Context: an optimization exercise on an open-source flow, tuned for small area, a short achievable clock period and few clock cycles per item. The choices shown serve that exercise and are no tape-out recipe.
The RTL was checked by simulation tests, not by an equivalence proof against the original design.

==> flow/design.v <==
package ats_pkg;
    localparam int CFG_INDEX_W = 4;
    localparam int CFG_DATA_W  = 32;
    localparam logic [CFG_INDEX_W-1:0] REG_TONE_STEP     = 4'd0;
    localparam logic [CFG_INDEX_W-1:0] REG_VIBRATO_STEP  = 4'd1;
    localparam logic [CFG_INDEX_W-1:0] REG_VIBRATO_DEPTH = 4'd2;
    localparam logic [CFG_INDEX_W-1:0] REG_ATTACK_LEN    = 4'd3;
    localparam logic [CFG_INDEX_W-1:0] REG_DECAY_LEN     = 4'd4;
    localparam logic [CFG_INDEX_W-1:0] REG_NOTE_LEN      = 4'd5;
    localparam logic [CFG_INDEX_W-1:0] REG_RELEASE_LEN   = 4'd6;
    localparam logic [CFG_INDEX_W-1:0] REG_CHANNEL_GAINS = 4'd7;
    localparam logic [15:0] ENV_ONE     = 16'd32768;
    localparam logic [15:0] ENV_SUSTAIN = 16'd22938;
    localparam logic [15:0] ENV_DROP    = 16'd9830;
    localparam int QUOT_W = 15;
    localparam logic [2:0] EM_ZERO = 3'd0;
    localparam logic [2:0] EM_SUST = 3'd1;
    localparam logic [2:0] EM_ONE  = 3'd2;
    localparam logic [2:0] EM_ATT  = 3'd3;
    localparam logic [2:0] EM_DEC  = 3'd4;
    localparam logic [2:0] EM_REL  = 3'd5;
endpackage
module ats_sat
(
    input  logic signed [17:0] p_hi,
    input  logic               rnd,
    output logic signed [15:0] q
);
    logic signed [17:0] t;
    always_comb
    begin
        t = p_hi + 18'(rnd);
        if (t > 18'sd32767)
        begin
            q = 16'sd32767;
        end
        else if (t < -18'sd32768)
        begin
            q = -16'sd32768;
        end
        else
        begin
            q = 16'(t);
        end
    end
endmodule
module ats_mix
(
    input  logic signed [15:0] a,
    input  logic signed [15:0] b,
    output logic signed [15:0] y
);
    logic signed [16:0] s, sm, sp;
    always_comb
    begin
        s  = 17'(a) + 17'(b);
        sm = 17'(a) + 17'(b) - 17'sd1;
        sp = 17'(a) + 17'(b) + 17'sd1;
        if (s > 17'sd16384)
        begin
            y = (s > 17'sd32767) ? 16'sd32767 : 16'(sm);
        end
        else if (s < -17'sd16384)
        begin
            y = (s < -17'sd32767) ? -16'sd32767 : 16'(sp);
        end
        else
        begin
            y = 16'(s);
        end
    end
endmodule
module ats_booth
#(
    parameter int WA = 16,
    parameter int SA = 0,
    parameter int WB = 16,
    parameter int SB = 0,
    parameter int WP = 32
)
(
    input  logic [WA-1:0] a,
    input  logic [WB-1:0] b,
    input  logic          neg,
    input  logic [WP-1:0] c,
    output logic [WP-1:0] p
);
    localparam int WR  = WA + (SA ? 1 : 2);                   
    localparam int NDB = SB ? (WB / 2) : (WB / 2 + 1);        
    localparam int ND  = (NDB < (WP + 1) / 2) ? NDB : (WP + 1) / 2;
    localparam int WBX = 2 * NDB + 1;
    function automatic logic [WP-1:0] k_of();
        logic [WP-1:0] k;
        k = '0;
        for (int i = 0; i < ND; i++)
        begin
            if (WR - 1 + 2 * i < WP)
            begin
                k = k - (WP'(1) << (WR - 1 + 2 * i));
            end
        end
        k_of = k;
    endfunction
    localparam logic [WP-1:0] K = k_of();
    logic [WR-1:0]  ax;
    logic [WBX-1:0] bx;
    assign ax = SA ? WR'($signed(a)) : WR'(a);
    if (SB)
    begin : g_bs
        assign bx = {(WBX-1)'($signed(b)), 1'b0};
    end
    else
    begin : g_bu
        assign bx = {(WBX-1)'(b), 1'b0};
    end
    logic [WP-1:0] acc [ND+1];
    logic [WP-1:0] negv;
    assign acc[0] = c + K;
    for (genvar i = 0; i < ND; i++)
    begin : g_row
        logic b0, b1, b2, one, two, ng;
        logic [WR-1:0] m, u;
        logic [WP-1:0] row;
        assign b0  = bx[2 * i];
        assign b1  = bx[2 * i + 1];
        assign b2  = bx[2 * i + 2];
        assign one = b0 ^ b1;
        assign two = (b2 & ~b1 & ~b0) | (~b2 & b1 & b0);
        assign ng  = (b2 & ~(b1 & b0)) ^ neg;
        assign m   = one ? ax : (two ? {ax[WR-2:0], 1'b0} : '0);
        assign u   = m ^ {WR{ng}};
        assign row = WP'({~u[WR-1], u[WR-2:0]}) << (2 * i);
        assign acc[i+1] = acc[i] + row;
        assign negv[2 * i] = ng;
        if (2 * i + 1 < WP)
        begin : g_z
            assign negv[2 * i + 1] = 1'b0;
        end
    end
    for (genvar j = 2 * ND; j < WP; j++)
    begin : g_zh
        assign negv[j] = 1'b0;
    end
    assign p = acc[ND] + negv;
endmodule
module ats_sine_q
(
    input  logic [7:0]  idx,
    output logic [14:0] val
);
    always_comb
    begin
        case (idx)
            8'd0: val = 15'h0000;
            8'd1: val = 15'h00c9;
            8'd2: val = 15'h0192;
            8'd3: val = 15'h025b;
            8'd4: val = 15'h0324;
            8'd5: val = 15'h03ed;
            8'd6: val = 15'h04b6;
            8'd7: val = 15'h057f;
            8'd8: val = 15'h0648;
            8'd9: val = 15'h0711;
            8'd10: val = 15'h07d9;
            8'd11: val = 15'h08a2;
            8'd12: val = 15'h096a;
            8'd13: val = 15'h0a33;
            8'd14: val = 15'h0afb;
            8'd15: val = 15'h0bc4;
            8'd16: val = 15'h0c8c;
            8'd17: val = 15'h0d54;
            8'd18: val = 15'h0e1c;
            8'd19: val = 15'h0ee3;
            8'd20: val = 15'h0fab;
            8'd21: val = 15'h1072;
            8'd22: val = 15'h113a;
            8'd23: val = 15'h1201;
            8'd24: val = 15'h12c8;
            8'd25: val = 15'h138f;
            8'd26: val = 15'h1455;
            8'd27: val = 15'h151c;
            8'd28: val = 15'h15e2;
            8'd29: val = 15'h16a8;
            8'd30: val = 15'h176e;
            8'd31: val = 15'h1833;
            8'd32: val = 15'h18f9;
            8'd33: val = 15'h19be;
            8'd34: val = 15'h1a82;
            8'd35: val = 15'h1b47;
            8'd36: val = 15'h1c0b;
            8'd37: val = 15'h1ccf;
            8'd38: val = 15'h1d93;
            8'd39: val = 15'h1e57;
            8'd40: val = 15'h1f1a;
            8'd41: val = 15'h1fdd;
            8'd42: val = 15'h209f;
            8'd43: val = 15'h2161;
            8'd44: val = 15'h2223;
            8'd45: val = 15'h22e5;
            8'd46: val = 15'h23a6;
            8'd47: val = 15'h2467;
            8'd48: val = 15'h2528;
            8'd49: val = 15'h25e8;
            8'd50: val = 15'h26a8;
            8'd51: val = 15'h2767;
            8'd52: val = 15'h2826;
            8'd53: val = 15'h28e5;
            8'd54: val = 15'h29a3;
            8'd55: val = 15'h2a61;
            8'd56: val = 15'h2b1f;
            8'd57: val = 15'h2bdc;
            8'd58: val = 15'h2c99;
            8'd59: val = 15'h2d55;
            8'd60: val = 15'h2e11;
            8'd61: val = 15'h2ecc;
            8'd62: val = 15'h2f87;
            8'd63: val = 15'h3041;
            8'd64: val = 15'h30fb;
            8'd65: val = 15'h31b5;
            8'd66: val = 15'h326e;
            8'd67: val = 15'h3326;
            8'd68: val = 15'h33df;
            8'd69: val = 15'h3496;
            8'd70: val = 15'h354d;
            8'd71: val = 15'h3604;
            8'd72: val = 15'h36ba;
            8'd73: val = 15'h376f;
            8'd74: val = 15'h3824;
            8'd75: val = 15'h38d9;
            8'd76: val = 15'h398c;
            8'd77: val = 15'h3a40;
            8'd78: val = 15'h3af2;
            8'd79: val = 15'h3ba5;
            8'd80: val = 15'h3c56;
            8'd81: val = 15'h3d07;
            8'd82: val = 15'h3db8;
            8'd83: val = 15'h3e68;
            8'd84: val = 15'h3f17;
            8'd85: val = 15'h3fc5;
            8'd86: val = 15'h4073;
            8'd87: val = 15'h4121;
            8'd88: val = 15'h41ce;
            8'd89: val = 15'h427a;
            8'd90: val = 15'h4325;
            8'd91: val = 15'h43d0;
            8'd92: val = 15'h447a;
            8'd93: val = 15'h4524;
            8'd94: val = 15'h45cd;
            8'd95: val = 15'h4675;
            8'd96: val = 15'h471c;
            8'd97: val = 15'h47c3;
            8'd98: val = 15'h4869;
            8'd99: val = 15'h490f;
            8'd100: val = 15'h49b4;
            8'd101: val = 15'h4a58;
            8'd102: val = 15'h4afb;
            8'd103: val = 15'h4b9d;
            8'd104: val = 15'h4c3f;
            8'd105: val = 15'h4ce0;
            8'd106: val = 15'h4d81;
            8'd107: val = 15'h4e20;
            8'd108: val = 15'h4ebf;
            8'd109: val = 15'h4f5d;
            8'd110: val = 15'h4ffb;
            8'd111: val = 15'h5097;
            8'd112: val = 15'h5133;
            8'd113: val = 15'h51ce;
            8'd114: val = 15'h5268;
            8'd115: val = 15'h5302;
            8'd116: val = 15'h539b;
            8'd117: val = 15'h5432;
            8'd118: val = 15'h54c9;
            8'd119: val = 15'h5560;
            8'd120: val = 15'h55f5;
            8'd121: val = 15'h568a;
            8'd122: val = 15'h571d;
            8'd123: val = 15'h57b0;
            8'd124: val = 15'h5842;
            8'd125: val = 15'h58d3;
            8'd126: val = 15'h5964;
            8'd127: val = 15'h59f3;
            8'd128: val = 15'h5a82;
            8'd129: val = 15'h5b0f;
            8'd130: val = 15'h5b9c;
            8'd131: val = 15'h5c28;
            8'd132: val = 15'h5cb3;
            8'd133: val = 15'h5d3e;
            8'd134: val = 15'h5dc7;
            8'd135: val = 15'h5e4f;
            8'd136: val = 15'h5ed7;
            8'd137: val = 15'h5f5d;
            8'd138: val = 15'h5fe3;
            8'd139: val = 15'h6068;
            8'd140: val = 15'h60eb;
            8'd141: val = 15'h616e;
            8'd142: val = 15'h61f0;
            8'd143: val = 15'h6271;
            8'd144: val = 15'h62f1;
            8'd145: val = 15'h6370;
            8'd146: val = 15'h63ee;
            8'd147: val = 15'h646c;
            8'd148: val = 15'h64e8;
            8'd149: val = 15'h6563;
            8'd150: val = 15'h65dd;
            8'd151: val = 15'h6656;
            8'd152: val = 15'h66cf;
            8'd153: val = 15'h6746;
            8'd154: val = 15'h67bc;
            8'd155: val = 15'h6832;
            8'd156: val = 15'h68a6;
            8'd157: val = 15'h6919;
            8'd158: val = 15'h698b;
            8'd159: val = 15'h69fd;
            8'd160: val = 15'h6a6d;
            8'd161: val = 15'h6adc;
            8'd162: val = 15'h6b4a;
            8'd163: val = 15'h6bb7;
            8'd164: val = 15'h6c23;
            8'd165: val = 15'h6c8e;
            8'd166: val = 15'h6cf8;
            8'd167: val = 15'h6d61;
            8'd168: val = 15'h6dc9;
            8'd169: val = 15'h6e30;
            8'd170: val = 15'h6e96;
            8'd171: val = 15'h6efb;
            8'd172: val = 15'h6f5e;
            8'd173: val = 15'h6fc1;
            8'd174: val = 15'h7022;
            8'd175: val = 15'h7083;
            8'd176: val = 15'h70e2;
            8'd177: val = 15'h7140;
            8'd178: val = 15'h719d;
            8'd179: val = 15'h71f9;
            8'd180: val = 15'h7254;
            8'd181: val = 15'h72ae;
            8'd182: val = 15'h7307;
            8'd183: val = 15'h735e;
            8'd184: val = 15'h73b5;
            8'd185: val = 15'h740a;
            8'd186: val = 15'h745f;
            8'd187: val = 15'h74b2;
            8'd188: val = 15'h7504;
            8'd189: val = 15'h7555;
            8'd190: val = 15'h75a5;
            8'd191: val = 15'h75f3;
            8'd192: val = 15'h7641;
            8'd193: val = 15'h768d;
            8'd194: val = 15'h76d8;
            8'd195: val = 15'h7722;
            8'd196: val = 15'h776b;
            8'd197: val = 15'h77b3;
            8'd198: val = 15'h77fa;
            8'd199: val = 15'h783f;
            8'd200: val = 15'h7884;
            8'd201: val = 15'h78c7;
            8'd202: val = 15'h7909;
            8'd203: val = 15'h794a;
            8'd204: val = 15'h7989;
            8'd205: val = 15'h79c8;
            8'd206: val = 15'h7a05;
            8'd207: val = 15'h7a41;
            8'd208: val = 15'h7a7c;
            8'd209: val = 15'h7ab6;
            8'd210: val = 15'h7aee;
            8'd211: val = 15'h7b26;
            8'd212: val = 15'h7b5c;
            8'd213: val = 15'h7b91;
            8'd214: val = 15'h7bc5;
            8'd215: val = 15'h7bf8;
            8'd216: val = 15'h7c29;
            8'd217: val = 15'h7c59;
            8'd218: val = 15'h7c88;
            8'd219: val = 15'h7cb6;
            8'd220: val = 15'h7ce3;
            8'd221: val = 15'h7d0e;
            8'd222: val = 15'h7d39;
            8'd223: val = 15'h7d62;
            8'd224: val = 15'h7d89;
            8'd225: val = 15'h7db0;
            8'd226: val = 15'h7dd5;
            8'd227: val = 15'h7dfa;
            8'd228: val = 15'h7e1d;
            8'd229: val = 15'h7e3e;
            8'd230: val = 15'h7e5f;
            8'd231: val = 15'h7e7e;
            8'd232: val = 15'h7e9c;
            8'd233: val = 15'h7eb9;
            8'd234: val = 15'h7ed5;
            8'd235: val = 15'h7eef;
            8'd236: val = 15'h7f09;
            8'd237: val = 15'h7f21;
            8'd238: val = 15'h7f37;
            8'd239: val = 15'h7f4d;
            8'd240: val = 15'h7f61;
            8'd241: val = 15'h7f74;
            8'd242: val = 15'h7f86;
            8'd243: val = 15'h7f97;
            8'd244: val = 15'h7fa6;
            8'd245: val = 15'h7fb4;
            8'd246: val = 15'h7fc1;
            8'd247: val = 15'h7fcd;
            8'd248: val = 15'h7fd8;
            8'd249: val = 15'h7fe1;
            8'd250: val = 15'h7fe9;
            8'd251: val = 15'h7ff0;
            8'd252: val = 15'h7ff5;
            8'd253: val = 15'h7ff9;
            8'd254: val = 15'h7ffd;
            8'd255: val = 15'h7ffe;
            default: val = 15'h0000;
        endcase
    end
endmodule
module ats_sine_rom
(
    input  logic [9:0]  addr,
    output logic        sign,
    output logic [14:0] mag
);
    logic [7:0]  i;
    logic [14:0] qv;
    assign i = addr[8] ? (8'd0 - addr[7:0]) : addr[7:0];
    ats_sine_q u_q
    (
        .idx (i),
        .val (qv)
    );
    assign mag  = (addr[8] && addr[7:0] == 8'd0) ? 15'd32767 : qv;
    assign sign = addr[9];
endmodule
module ats_div2
(
    input  logic [23:0] den,
    input  logic [23:0] r_in,
    input  logic        b,
    output logic [23:0] r_out,
    output logic        q
);
    logic [24:0] t;
    logic [25:0] d;
    assign t     = {r_in, b};
    assign d     = {1'b0, t} - {2'b0, den};
    assign q     = !d[25];
    assign r_out = d[25] ? t[23:0] : d[23:0];
endmodule
module ats_div4
(
    input  logic [23:0] den,
    input  logic [25:0] den3,
    input  logic [23:0] r_in,
    input  logic [1:0]  b,
    output logic [23:0] r_out,
    output logic [1:0]  q
);
    logic [25:0] t;
    logic [26:0] d1, d2, d3;
    logic        g1, g2, g3;
    assign t  = {r_in, b};
    assign d1 = {1'b0, t} - {3'b0, den};
    assign d2 = {1'b0, t} - {2'b0, den, 1'b0};
    assign d3 = {1'b0, t} - {1'b0, den3};
    assign g1 = !d1[26];
    assign g2 = !d2[26];
    assign g3 = !d3[26];
    assign q  = {g2, g3 | (g1 & !g2)};
    always_comb
    begin
        if (g3)
        begin
            r_out = d3[23:0];
        end
        else if (g2)
        begin
            r_out = d2[23:0];
        end
        else if (g1)
        begin
            r_out = d1[23:0];
        end
        else
        begin
            r_out = t[23:0];
        end
    end
endmodule
import ats_pkg::*;
module adsr_tone_synth_mixer_top
(
    input  logic                   clk,
    input  logic                   rst_n,
    input  logic                   cfg_we,
    input  logic [CFG_INDEX_W-1:0] cfg_index,
    input  logic [CFG_DATA_W-1:0]  cfg_data,
    input  logic                   in_valid,
    output logic                   in_ready,
    input  logic [31:0]            in_sample_position,
    input  logic                   in_note_start,
    input  logic                   in_square_wave,
    input  logic signed [15:0]     in_prior_left,
    input  logic signed [15:0]     in_prior_right,
    output logic                   out_valid,
    input  logic                   out_ready,
    output logic signed [15:0]     out_mixed_left,
    output logic signed [15:0]     out_mixed_right
);
    localparam int NS = 9;    
    logic [31:0] tone_step_reg, vib_step_reg;
    logic [15:0] vib_depth_reg;
    logic [23:0] attack_reg, decay_reg, note_len_reg, release_reg;
    logic [31:0] gains_reg;
    logic [31:0] origin_reg;
    logic [25:0] attack3_reg, decay3_reg, release3_reg;
    logic [2:0]  em3, em4, em5;
    logic          adv;
    logic [NS-1:0] vld;
    logic          ov, kv;
    logic [31:0]   o_reg, k_reg;
    logic accept;
    assign accept   = adv && in_valid;
    assign in_ready = adv;
    logic [31:0]        pos0;
    logic               sq0;
    logic signed [15:0] pl0, pr0;
    logic [9:0]         vidx1;
    logic [31:0]        tph1;
    logic [2:0]         em1;
    logic [23:0]        x1;
    logic               sq1;
    logic signed [15:0] pl1, pr1;
    logic [31:0] vph_c, tph_c, n_c;
    ats_booth #(.WA(32), .SA(0), .WB(32), .SB(0), .WP(32)) u_mul_v
    (
        .a   (vib_step_reg),
        .b   (pos0),
        .neg (1'b0),
        .c   (32'd0),
        .p   (vph_c)
    );
    ats_booth #(.WA(32), .SA(0), .WB(32), .SB(0), .WP(32)) u_mul_t
    (
        .a   (tone_step_reg),
        .b   (pos0),
        .neg (1'b0),
        .c   (32'd0),
        .p   (tph_c)
    );
    assign n_c = pos0 - origin_reg;
    logic [33:0] n_x, a_x, d_x, l_x, r_x;
    logic [2:0]  em_c;
    logic [23:0] x_c;
    assign n_x = 34'(n_c);
    assign a_x = 34'(attack_reg);
    assign d_x = 34'(decay_reg);
    assign l_x = 34'(note_len_reg);
    assign r_x = 34'(release_reg);
    always_comb
    begin
        em_c = EM_ONE;
        x_c  = n_c[23:0];
        if (n_x >= l_x + r_x)
        begin
            em_c = EM_ZERO;
        end
        else if (a_x != 0 && n_x < a_x)
        begin
            em_c = EM_ATT;
            x_c  = n_c[23:0];
        end
        else if (d_x != 0 && n_x < a_x + d_x)
        begin
            em_c = EM_DEC;
            x_c  = 24'(n_x - a_x);
        end
        else if (d_x != 0 && n_x < l_x)
        begin
            em_c = EM_SUST;
        end
        else if (r_x != 0 && n_x >= l_x)
        begin
            em_c = EM_REL;
            x_c  = 24'(l_x + r_x - n_x);
        end
    end
    logic               vsg2;
    logic [14:0]        vmag2;
    logic [31:0]        tph2;
    logic [2:0]         em2;
    logic [23:0]        r2;
    logic [14:0]        nl2;
    logic               sq2;
    logic signed [15:0] pl2, pr2;
    logic        vsg_c;
    logic [14:0] vmag_c;
    ats_sine_rom u_rom_v
    (
        .addr (vidx1),
        .sign (vsg_c),
        .mag  (vmag_c)
    );
    logic [38:0] nd_c, num_c;
    assign nd_c = 39'(x1) * 39'(ENV_DROP);
    always_comb
    begin
        case (em1)
            EM_DEC:  num_c = nd_c;
            EM_REL:  num_c = {x1, 15'd0} - nd_c;
            default: num_c = {x1, 15'd0};
        endcase
    end
    logic [9:0]         tidx3;
    logic [23:0]        r3;
    logic [11:0]        nl3;
    logic [2:0]         q3;
    logic               sq3;
    logic signed [15:0] pl3, pr3;
    logic [30:0] tsum_c;
    ats_booth #(.WA(15), .SA(0), .WB(16), .SB(0), .WP(31)) u_mul_vd
    (
        .a   (vmag2),
        .b   (vib_depth_reg),
        .neg (vsg2),
        .c   (tph2[31:1]),
        .p   (tsum_c)
    );
    logic [23:0] den2, den3, den4, den5;
    logic [25:0] den3x2, den3x3, den3x4, den3x5;
    assign den2   = (em2 == EM_ATT) ? attack_reg  : ((em2 == EM_DEC) ? decay_reg  : release_reg);
    assign den3   = (em3 == EM_ATT) ? attack_reg  : ((em3 == EM_DEC) ? decay_reg  : release_reg);
    assign den4   = (em4 == EM_ATT) ? attack_reg  : ((em4 == EM_DEC) ? decay_reg  : release_reg);
    assign den5   = (em5 == EM_ATT) ? attack_reg  : ((em5 == EM_DEC) ? decay_reg  : release_reg);
    assign den3x2 = (em2 == EM_ATT) ? attack3_reg : ((em2 == EM_DEC) ? decay3_reg : release3_reg);
    assign den3x3 = (em3 == EM_ATT) ? attack3_reg : ((em3 == EM_DEC) ? decay3_reg : release3_reg);
    assign den3x4 = (em4 == EM_ATT) ? attack3_reg : ((em4 == EM_DEC) ? decay3_reg : release3_reg);
    assign den3x5 = (em5 == EM_ATT) ? attack3_reg : ((em5 == EM_DEC) ? decay3_reg : release3_reg);
    logic [23:0] ra_c, r3_c, r4_c, r4m_c, r5_c, r5m_c, r6_c, r6m_c;
    logic        qa_c;
    logic [1:0]  q3_c, q4a_c, q4b_c, q5a_c, q5b_c, q6a_c, q6b_c;
    ats_div2 u_div_3a (.den(den2), .r_in(r2), .b(nl2[14]), .r_out(ra_c), .q(qa_c));
    ats_div4 u_div_3b (.den(den2), .den3(den3x2), .r_in(ra_c), .b(nl2[13:12]), .r_out(r3_c), .q(q3_c));
    logic               wsg4;
    logic [14:0]        wmag4;
    logic [23:0]        r4;
    logic [7:0]         nl4;
    logic [6:0]         q4;
    logic signed [15:0] pl4, pr4;
    logic        tsg_c;
    logic [14:0] tmag_c;
    ats_sine_rom u_rom_t
    (
        .addr (tidx3),
        .sign (tsg_c),
        .mag  (tmag_c)
    );
    ats_div4 u_div_4a (.den(den3), .den3(den3x3), .r_in(r3),    .b(nl3[11:10]), .r_out(r4m_c), .q(q4a_c));
    ats_div4 u_div_4b (.den(den3), .den3(den3x3), .r_in(r4m_c), .b(nl3[9:8]),   .r_out(r4_c),  .q(q4b_c));
    logic               wsg5;
    logic [14:0]        wmag5;
    logic [23:0]        r5;
    logic [3:0]         nl5;
    logic [10:0]        q5;
    logic signed [15:0] pl5, pr5;
    ats_div4 u_div_5a (.den(den4), .den3(den3x4), .r_in(r4),    .b(nl4[7:6]), .r_out(r5m_c), .q(q5a_c));
    ats_div4 u_div_5b (.den(den4), .den3(den3x4), .r_in(r5m_c), .b(nl4[5:4]), .r_out(r5_c),  .q(q5b_c));
    logic [14:0]        wmag6;
    logic               wng6;
    logic [14:0]        eb6;
    logic [16:0]        ec6;
    logic signed [15:0] pl6, pr6;
    ats_div4 u_div_6a (.den(den5), .den3(den3x5), .r_in(r5),    .b(nl5[3:2]), .r_out(r6m_c), .q(q6a_c));
    ats_div4 u_div_6b (.den(den5), .den3(den3x5), .r_in(r6m_c), .b(nl5[1:0]), .r_out(r6_c),  .q(q6b_c));
    logic [14:0] quot_c, eb_c;
    logic [16:0] ec_c;
    logic        wng_c;
    assign quot_c = {q5, q6a_c, q6b_c};
    always_comb
    begin
        case (em5)
            EM_ATT, EM_DEC, EM_REL: eb_c = quot_c;
            EM_SUST:                eb_c = 15'(ENV_SUSTAIN);
            default:                eb_c = 15'd0;
        endcase
        if (em5 == EM_DEC || em5 == EM_ONE)
        begin
            ec_c = wsg5 ? (17'd0 - {2'b0, wmag5}) : {2'b0, wmag5};
        end
        else
        begin
            ec_c = 17'd0;
        end
        wng_c = wsg5 ^ (em5 == EM_DEC);
    end
    logic [31:0]        we7;
    logic signed [15:0] pl7, pr7;
    logic [31:0]        we_c;
    ats_booth #(.WA(15), .SA(0), .WB(15), .SB(0), .WP(32)) u_mul_we
    (
        .a   (wmag6),
        .b   (eb6),
        .neg (wng6),
        .c   ({ec6, 15'd0}),
        .p   (we_c)
    );
    logic signed [17:0] hl8, hr8;
    logic               rl8, rr8;
    logic signed [15:0] pl8, pr8;
    logic [47:0]        gl_c, gr_c;
    ats_booth #(.WA(32), .SA(1), .WB(16), .SB(0), .WP(48)) u_mul_gl
    (
        .a   (we7),
        .b   (gains_reg[15:0]),
        .neg (1'b0),
        .c   (48'd0),
        .p   (gl_c)
    );
    ats_booth #(.WA(32), .SA(1), .WB(16), .SB(0), .WP(48)) u_mul_gr
    (
        .a   (we7),
        .b   (gains_reg[31:16]),
        .neg (1'b0),
        .c   (48'd0),
        .p   (gr_c)
    );
    logic signed [15:0] tl_c, tr_c, ml_c, mr_c;
    ats_sat u_sat_l (.p_hi(hl8), .rnd(rl8), .q(tl_c));
    ats_sat u_sat_r (.p_hi(hr8), .rnd(rr8), .q(tr_c));
    ats_mix u_mix_l (.a(tl_c), .b(pl8), .y(ml_c));
    ats_mix u_mix_r (.a(tr_c), .b(pr8), .y(mr_c));
    logic        push, pop;
    logic [31:0] x_res;
    logic        ov_n, kv_n;
    assign push  = adv && vld[NS-1];
    assign pop   = ov && out_ready;
    assign x_res = {ml_c, mr_c};
    always_comb
    begin
        if (ov && !pop)
        begin
            ov_n = 1'b1;
            kv_n = kv || push;
        end
        else
        begin
            ov_n = kv || push;
            kv_n = kv && push;
        end
    end
    always_ff @(posedge clk)
    begin
        if (ov && !pop)
        begin
            if (!kv)
            begin
                k_reg <= x_res;
            end
        end
        else
        begin
            o_reg <= kv ? k_reg : x_res;
            k_reg <= x_res;
        end
    end
    assign out_valid       = ov;
    assign out_mixed_left  = o_reg[31:16];
    assign out_mixed_right = o_reg[15:0];
    always_ff @(posedge clk or negedge rst_n)
    begin
        if (!rst_n)
        begin
            adv           <= 1'b1;
            vld           <= '0;
            ov            <= 1'b0;
            kv            <= 1'b0;
            origin_reg    <= '0;
            tone_step_reg <= '0;
            vib_step_reg  <= '0;
            vib_depth_reg <= '0;
            attack_reg    <= '0;
            decay_reg     <= '0;
            note_len_reg  <= '0;
            release_reg   <= '0;
            gains_reg     <= '0;
        end
        else
        begin
            ov  <= ov_n;
            kv  <= kv_n;
            adv <= !(ov_n && kv_n);
            if (adv)
            begin
                vld <= {vld[NS-2:0], in_valid};
            end
            if (accept && in_note_start)
            begin
                origin_reg <= in_sample_position;
            end
            if (cfg_we)
            begin
                case (cfg_index)
                    REG_TONE_STEP:     tone_step_reg <= cfg_data;
                    REG_VIBRATO_STEP:  vib_step_reg  <= cfg_data;
                    REG_VIBRATO_DEPTH: vib_depth_reg <= cfg_data[15:0];
                    REG_ATTACK_LEN:    attack_reg    <= cfg_data[23:0];
                    REG_DECAY_LEN:     decay_reg     <= cfg_data[23:0];
                    REG_NOTE_LEN:      note_len_reg  <= cfg_data[23:0];
                    REG_RELEASE_LEN:   release_reg   <= cfg_data[23:0];
                    REG_CHANNEL_GAINS: gains_reg     <= cfg_data;
                    default:
                    begin
                    end
                endcase
            end
        end
    end
    always_ff @(posedge clk)
    begin
        attack3_reg  <= 26'(attack_reg)  + {1'b0, attack_reg, 1'b0};
        decay3_reg   <= 26'(decay_reg)   + {1'b0, decay_reg, 1'b0};
        release3_reg <= 26'(release_reg) + {1'b0, release_reg, 1'b0};
    end
    always_ff @(posedge clk)
    begin
        if (adv)
        begin
            pos0  <= in_sample_position;
            sq0   <= in_square_wave;
            pl0   <= in_prior_left;
            pr0   <= in_prior_right;
            vidx1 <= vph_c[31:22];
            tph1  <= tph_c;
            em1   <= em_c;
            x1    <= x_c;
            sq1   <= sq0;
            pl1   <= pl0;
            pr1   <= pr0;
            vsg2  <= vsg_c;
            vmag2 <= vmag_c;
            tph2  <= tph1;
            em2   <= em1;
            r2    <= num_c[38:15];
            nl2   <= num_c[14:0];
            sq2   <= sq1;
            pl2   <= pl1;
            pr2   <= pr1;
            tidx3 <= tsum_c[30:21];
            em3   <= em2;
            r3    <= r3_c;
            nl3   <= nl2[11:0];
            q3    <= {qa_c, q3_c};
            sq3   <= sq2;
            pl3   <= pl2;
            pr3   <= pr2;
            if (sq3)
            begin
                wsg4  <= !(!tsg_c && tmag_c != 15'd0);
                wmag4 <= 15'd32767;
            end
            else
            begin
                wsg4  <= tsg_c;
                wmag4 <= tmag_c;
            end
            em4   <= em3;
            r4    <= r4_c;
            nl4   <= nl3[7:0];
            q4    <= {q3, q4a_c, q4b_c};
            pl4   <= pl3;
            pr4   <= pr3;
            wsg5  <= wsg4;
            wmag5 <= wmag4;
            em5   <= em4;
            r5    <= r5_c;
            nl5   <= nl4[3:0];
            q5    <= {q4, q5a_c, q5b_c};
            pl5   <= pl4;
            pr5   <= pr4;
            wmag6 <= wmag5;
            wng6  <= wng_c;
            eb6   <= eb_c;
            ec6   <= ec_c;
            pl6   <= pl5;
            pr6   <= pr5;
            we7   <= we_c;
            pl7   <= pl6;
            pr7   <= pr6;
            hl8   <= gl_c[47:30];
            rl8   <= gl_c[47] && (gl_c[29:0] != 30'd0);
            hr8   <= gr_c[47:30];
            rr8   <= gr_c[47] && (gr_c[29:0] != 30'd0);
            pl8   <= pl7;
            pr8   <= pr7;
        end
    end
endmodule
==> flow/flow/run.sh <==
#!/bin/bash
# The standard layout, with the timing repair aimed at a slack of 13.5 ns at the 20 ns clock
# (a 6.5 ns path), so that it sizes and buffers the critical paths.
set -euo pipefail
bash standard.sh SETUP_SLACK_MARGIN=13.5 finish > run_make.log 2>&1
==> flow/standard.sh <==
#!/bin/bash
# synth_recipe.tcl (not shown) runs the flow's synth.tcl, then flattens the netlist and writes it again
# the make line also repeats each setting of config.mk as NAME=value (left out here)
make -C /OpenROAD-flow-scripts/flow DESIGN_CONFIG=/design/flow/config.mk WORK_HOME=/design/flow/orfs CLKGATE_MAP_FILE= SYNTH_SCRIPT=/design/flow/synth_recipe.tcl "${@:-finish}"
==> flow/config.mk <==
export PLATFORM = sky130hd
export DESIGN_NAME = adsr_tone_synth_mixer_top
export DESIGN_NICKNAME = adsr_tone_synth_mixer_top
export VERILOG_FILES = /design/flow/design.v
export SDC_FILE = /design/flow/constraint.sdc
export NUM_CORES = 4
export LEC_CHECK = 0
export ABC_AREA = 1
export CAP_MARGIN = 20
export CORE_MARGIN = 2
export CORE_UTILIZATION = 40
export SLEW_MARGIN = 20
export SYNTH_MEMORY_MAX_BITS = 32768
==> flow/constraint.sdc <==
create_clock -name core_clock -period 20.0 [get_ports {clk}]
set_input_delay 4.0000 -clock core_clock [delete_from_list [all_inputs] [get_ports {clk}]]
set_output_delay 4.0000 -clock core_clock [all_outputs]
set_load 0.01 [all_outputs]
==> run notes <==
* DP Wirelength at 551.7 mm
* Achievable frequency at 147.4 MHz
* FF+latch count, synth at 1,156
* Worst-Skew Late Latency at 0.93 ns
* Core area at 434,200 sq um
* Cell family with most CP delay: adder cells
* Largest net degree at the start of global routing at 187
* Synth Warn # at 13
* Initial antenna violation count at 38
* DR pass1 iterations at 10
* Max_slew headroom at 0.2169
* Slowest stage delay, CP at 0.58 ns
* Final WS setup at 13.21 ns
* DR vias at 174,465
* Pins over their slew limit at 0
* Initial core utilization at 0.4016
* Die H at 664.2 um
* Die footprint at 441,200 sq um
* Max cap viols at 0
* Routed Antenna Nets at 0
* Clk Tree Root Cell: clkbuf_16
* Status: complete, no violations
* Tot GR Track Use at 0.3292
* Number of synthesized flops with an enable pin at 794
* Clk slew on worst S/H paths at 0.06 ns
* First-pass GRT wire length at 1095 mm
* Sum Neg Setup Slack at 0 ns
* Critical path class: reg2reg
* WP data required at 20.61 ns
* # port buffers at 140
* Routed Wire Length at 765.7 mm
* Total gr overflow at 0
* Clock Sinks at 1,156
* Row cnt at 242
* Final hold violation count at 0
* Final setup vio count at 0
* Share of cells above drive strength 1 at 0.1044
* CTS tree: yes
* Final nets at 27,291
* Mean Syn Cell Area at 7.286 sq um
* CP endpoint kind: register
* Hold Buf Count CTS at 0
* CTS Buf Count at 149
* Slowest stage cell on the critical path: fa_1
* Filler cell count at 43,687
* Post-Syn Instances at 23,932
* Crit path time final at 6.786 ns
* Crit-path most repeated cell: fa_1
* Fin Clk Skew at 0.08779 ns
* Clock buffer depth at 4
* Syn Nets at 26,932
* Critical path fanouts, max at 16
* CTS H-tree lvls at 4
* RSZ-0062 raised after global routing: yes
* Crit start category: register
* RePlAce Congestion at 1.029
* DR vias/cell at 5.784
* Synth unique cells at 80
* Tcrit/Tclk final at 0.3393
* Post-synth top flop: edfxtp_1
* Pre-CTS setup slack at 10.95 ns
* WL/cell at 25.39 um
* Register area share after synthesis at 0.1855
* WHS at 0.3888 ns
* Critical path buffer and inverter count at 7
* Ys async rst share at 0.2180
* Die X at 664.2 um
* DRC errors left at 0
* Data arrival time of the critical path at 7.40 ns
* Worst Tran Pin Value at 1.175 ns
* # IOs at 141
* Layout area overhead at 15.54%
* Hold crit path type: reg2reg
* Cell Area, Synth at 174,400 sq um
* Drt first-iter violations at 20,217
* Vias in the first global route at 165,597
layout make-up:
cell class | count | area, sq um | share of cell area
Timing Repair inverter | 26 | 200.2 | 0.0009937
Timing Repair Buffer | 1185 | 12800 | 0.06352
Antenna cell | 24 | 60.06 | 0.0002981
Tap cell | 5734 | 7174 | 0.03561
Sequential cell | 1156 | 32380 | 0.1607
Clock buffer | 184 | 4036 | 0.02004
Clock inverter | 81 | 967.2 | 0.004801
Multi-Input combinational cell | 18581 | 131200 | 0.6514
Inverter | 3192 | 12610 | 0.06262
synth_stat cells (all sizes together), types with 3 or more instances:
library cell / n / area (sq um)
o22ai: 62 / 387.9
a21oi: 1452 / 7305
dfxtp: 110 / 2202
a31o: 6 / 52.55
ha: 1758 / 22000
clkbuf: 739 / 2778
o311ai: 5 / 43.79
a221oi: 11 / 96.34
o21a: 52 / 390.4
o32ai: 3 / 26.28
o211ai: 259 / 1944
nand3b: 65 / 488.0
and3: 9 / 56.30
nor4: 70 / 444.2
and2: 28 / 175.2
or2: 133 / 832.0
nand2: 5149 / 19400
o31ai: 29 / 217.7
nor3: 182 / 957.2
a211oi: 35 / 262.8
inv: 3146 / 11810
o2111ai: 18 / 157.7
xnor2: 315 / 2774
nand4: 232 / 1451
a2bb2oi: 3 / 26.28
nor2: 1156 / 4419
o21ai: 2502 / 12540
a311oi: 9 / 78.83
clkinv: 46 / 172.7
nand3: 1801 / 9064
o221ai: 25 / 219.0
dfrtp: 251 / 6281
xor2: 1643 / 14420
o221a: 3 / 33.78
fa: 1135 / 22720
buf: 285 / 1295
a21boi: 42 / 315.3
a22oi: 11 / 82.58
a31oi: 138 / 863.3
mux2: 11 / 123.9
edfxtp: 794 / 23840
a21o: 87 / 653.1
nor3b: 10 / 75.07
o21bai: 93 / 709.4
a2111oi: 3 / 26.28
logic make-up after synthesis:
kind of cell | after synthesis | synth area share
AO/OA/AOI/OAI | 4859 | 0.1522
XOR/XNOR | 1958 | 0.09861
adder cells (fa/ha/maj) | 2893 | 0.2565
buffers and inverters | 4216 | 0.09209
flip-flops | 1156 | 0.1855
multiplexers | 11 | 0.0007104
AND/OR/NAND/NOR | 8839 | 0.2144
stage by stage:
stage / util / cell area (sq um) / instances
2_1_floorplan: - / 174400 / 23932
3_3_place_gp: 0.4194 / 182100 / 29172
3_5_place_dp: 0.4194 / 182100 / 29173
4_1_cts: 0.4477 / 194400 / 29766
5_1_grt: 0.4639 / 201400 / 30149
6_report: 0.4640 / 201500 / 30163
placed cells by master, fill, tap and decap left out, drive strengths merged, types with 37 or more instances in the layout:
cell type      instances
a21boi                42
nand3               1813
xnor2                315
a31oi                138
buf                  980
nor2                1157
clkinvlp              93
o211ai               259
ha                  1758
nand3b                65
inv                 3104
nor4                  70
bufbuf                37
o22ai                 62
or2                  133
xor2                1643
dfrtp                251
nand4                232
nand2               5154
o21a                  52
o21bai                96
nor3                 182
a21oi               1452
fa                  1135
edfxtp               794
a21o                  87
clkdlybuf4s50        139
o21ai               2502
clkinv                88
dfxtp                110
clkbuf               213
timing repair:
item | 4_1_cts | 5_1_grt
gates resized for setup | 778 | 895
cloned | 87 | 47
buffers inserted | 241 | 325
setup endpoints to repair | 190 | 227
pin swaps | 116 | 274
final timing paths:
kind / slack (ns) / cells after the start / to / startpoint
min reg2reg: 0.39 / 0 / pr5[7] / pr4[7]
max: 13.21 / 25 / tph1[31] / pos0[11]
min in group asynchronous: 3.16 / 1 / origin_reg[29] / rst_n
max reg2reg: 13.21 / 25 / tph1[31] / pos0[11]
min: 0.39 / 0 / pr5[7] / pr4[7]
max in group asynchronous: 14.63 / 3 / vib_depth_reg[5] / rst_n
per-layer routing:
metal,global-route usage,wire length (um),vias to the layer above
met5,0.002930,349,-
met4,0.1985,57440,22
met3,0.07386,80640,2574
met2,0.5107,329300,9609
met1,0.4174,298000,82385
li1,-,-,79875
Testbench counts, summed over its fixed seeds: cycles 4,288, items 3,072.

==> re-timing with driven ports <==
How much do the figures lean on ideal ports? The routed layout below was timed once more, with nothing changed but the port constraints.
Step 1, drivers: a clkbuf_16 drives clk and a buf_2 each remaining input, both assumed.
Step 2 adds t to the input delays and takes it off the output delays; t is the mean of the earliest and latest rising clock arrival at the registers after step 1. Input paths then give back, and output paths get back, about the clock's delay inside the block.
Slacks: no drivers / after step 1 / after step 2; pairs: no drivers / after step 1.
t, ns: 1.002
setup slack, ns: 13.214 / 13.214 / 12.940
hold slack, ns: 0.389 / 0.389 / 0.389
latest minus earliest clock arrival (ns): 0.091 / 0.090
After both steps this run still meets setup and hold. For this run, drivers alone change the setup slack by 0.000 ns; drivers and shift together by -0.274 ns.
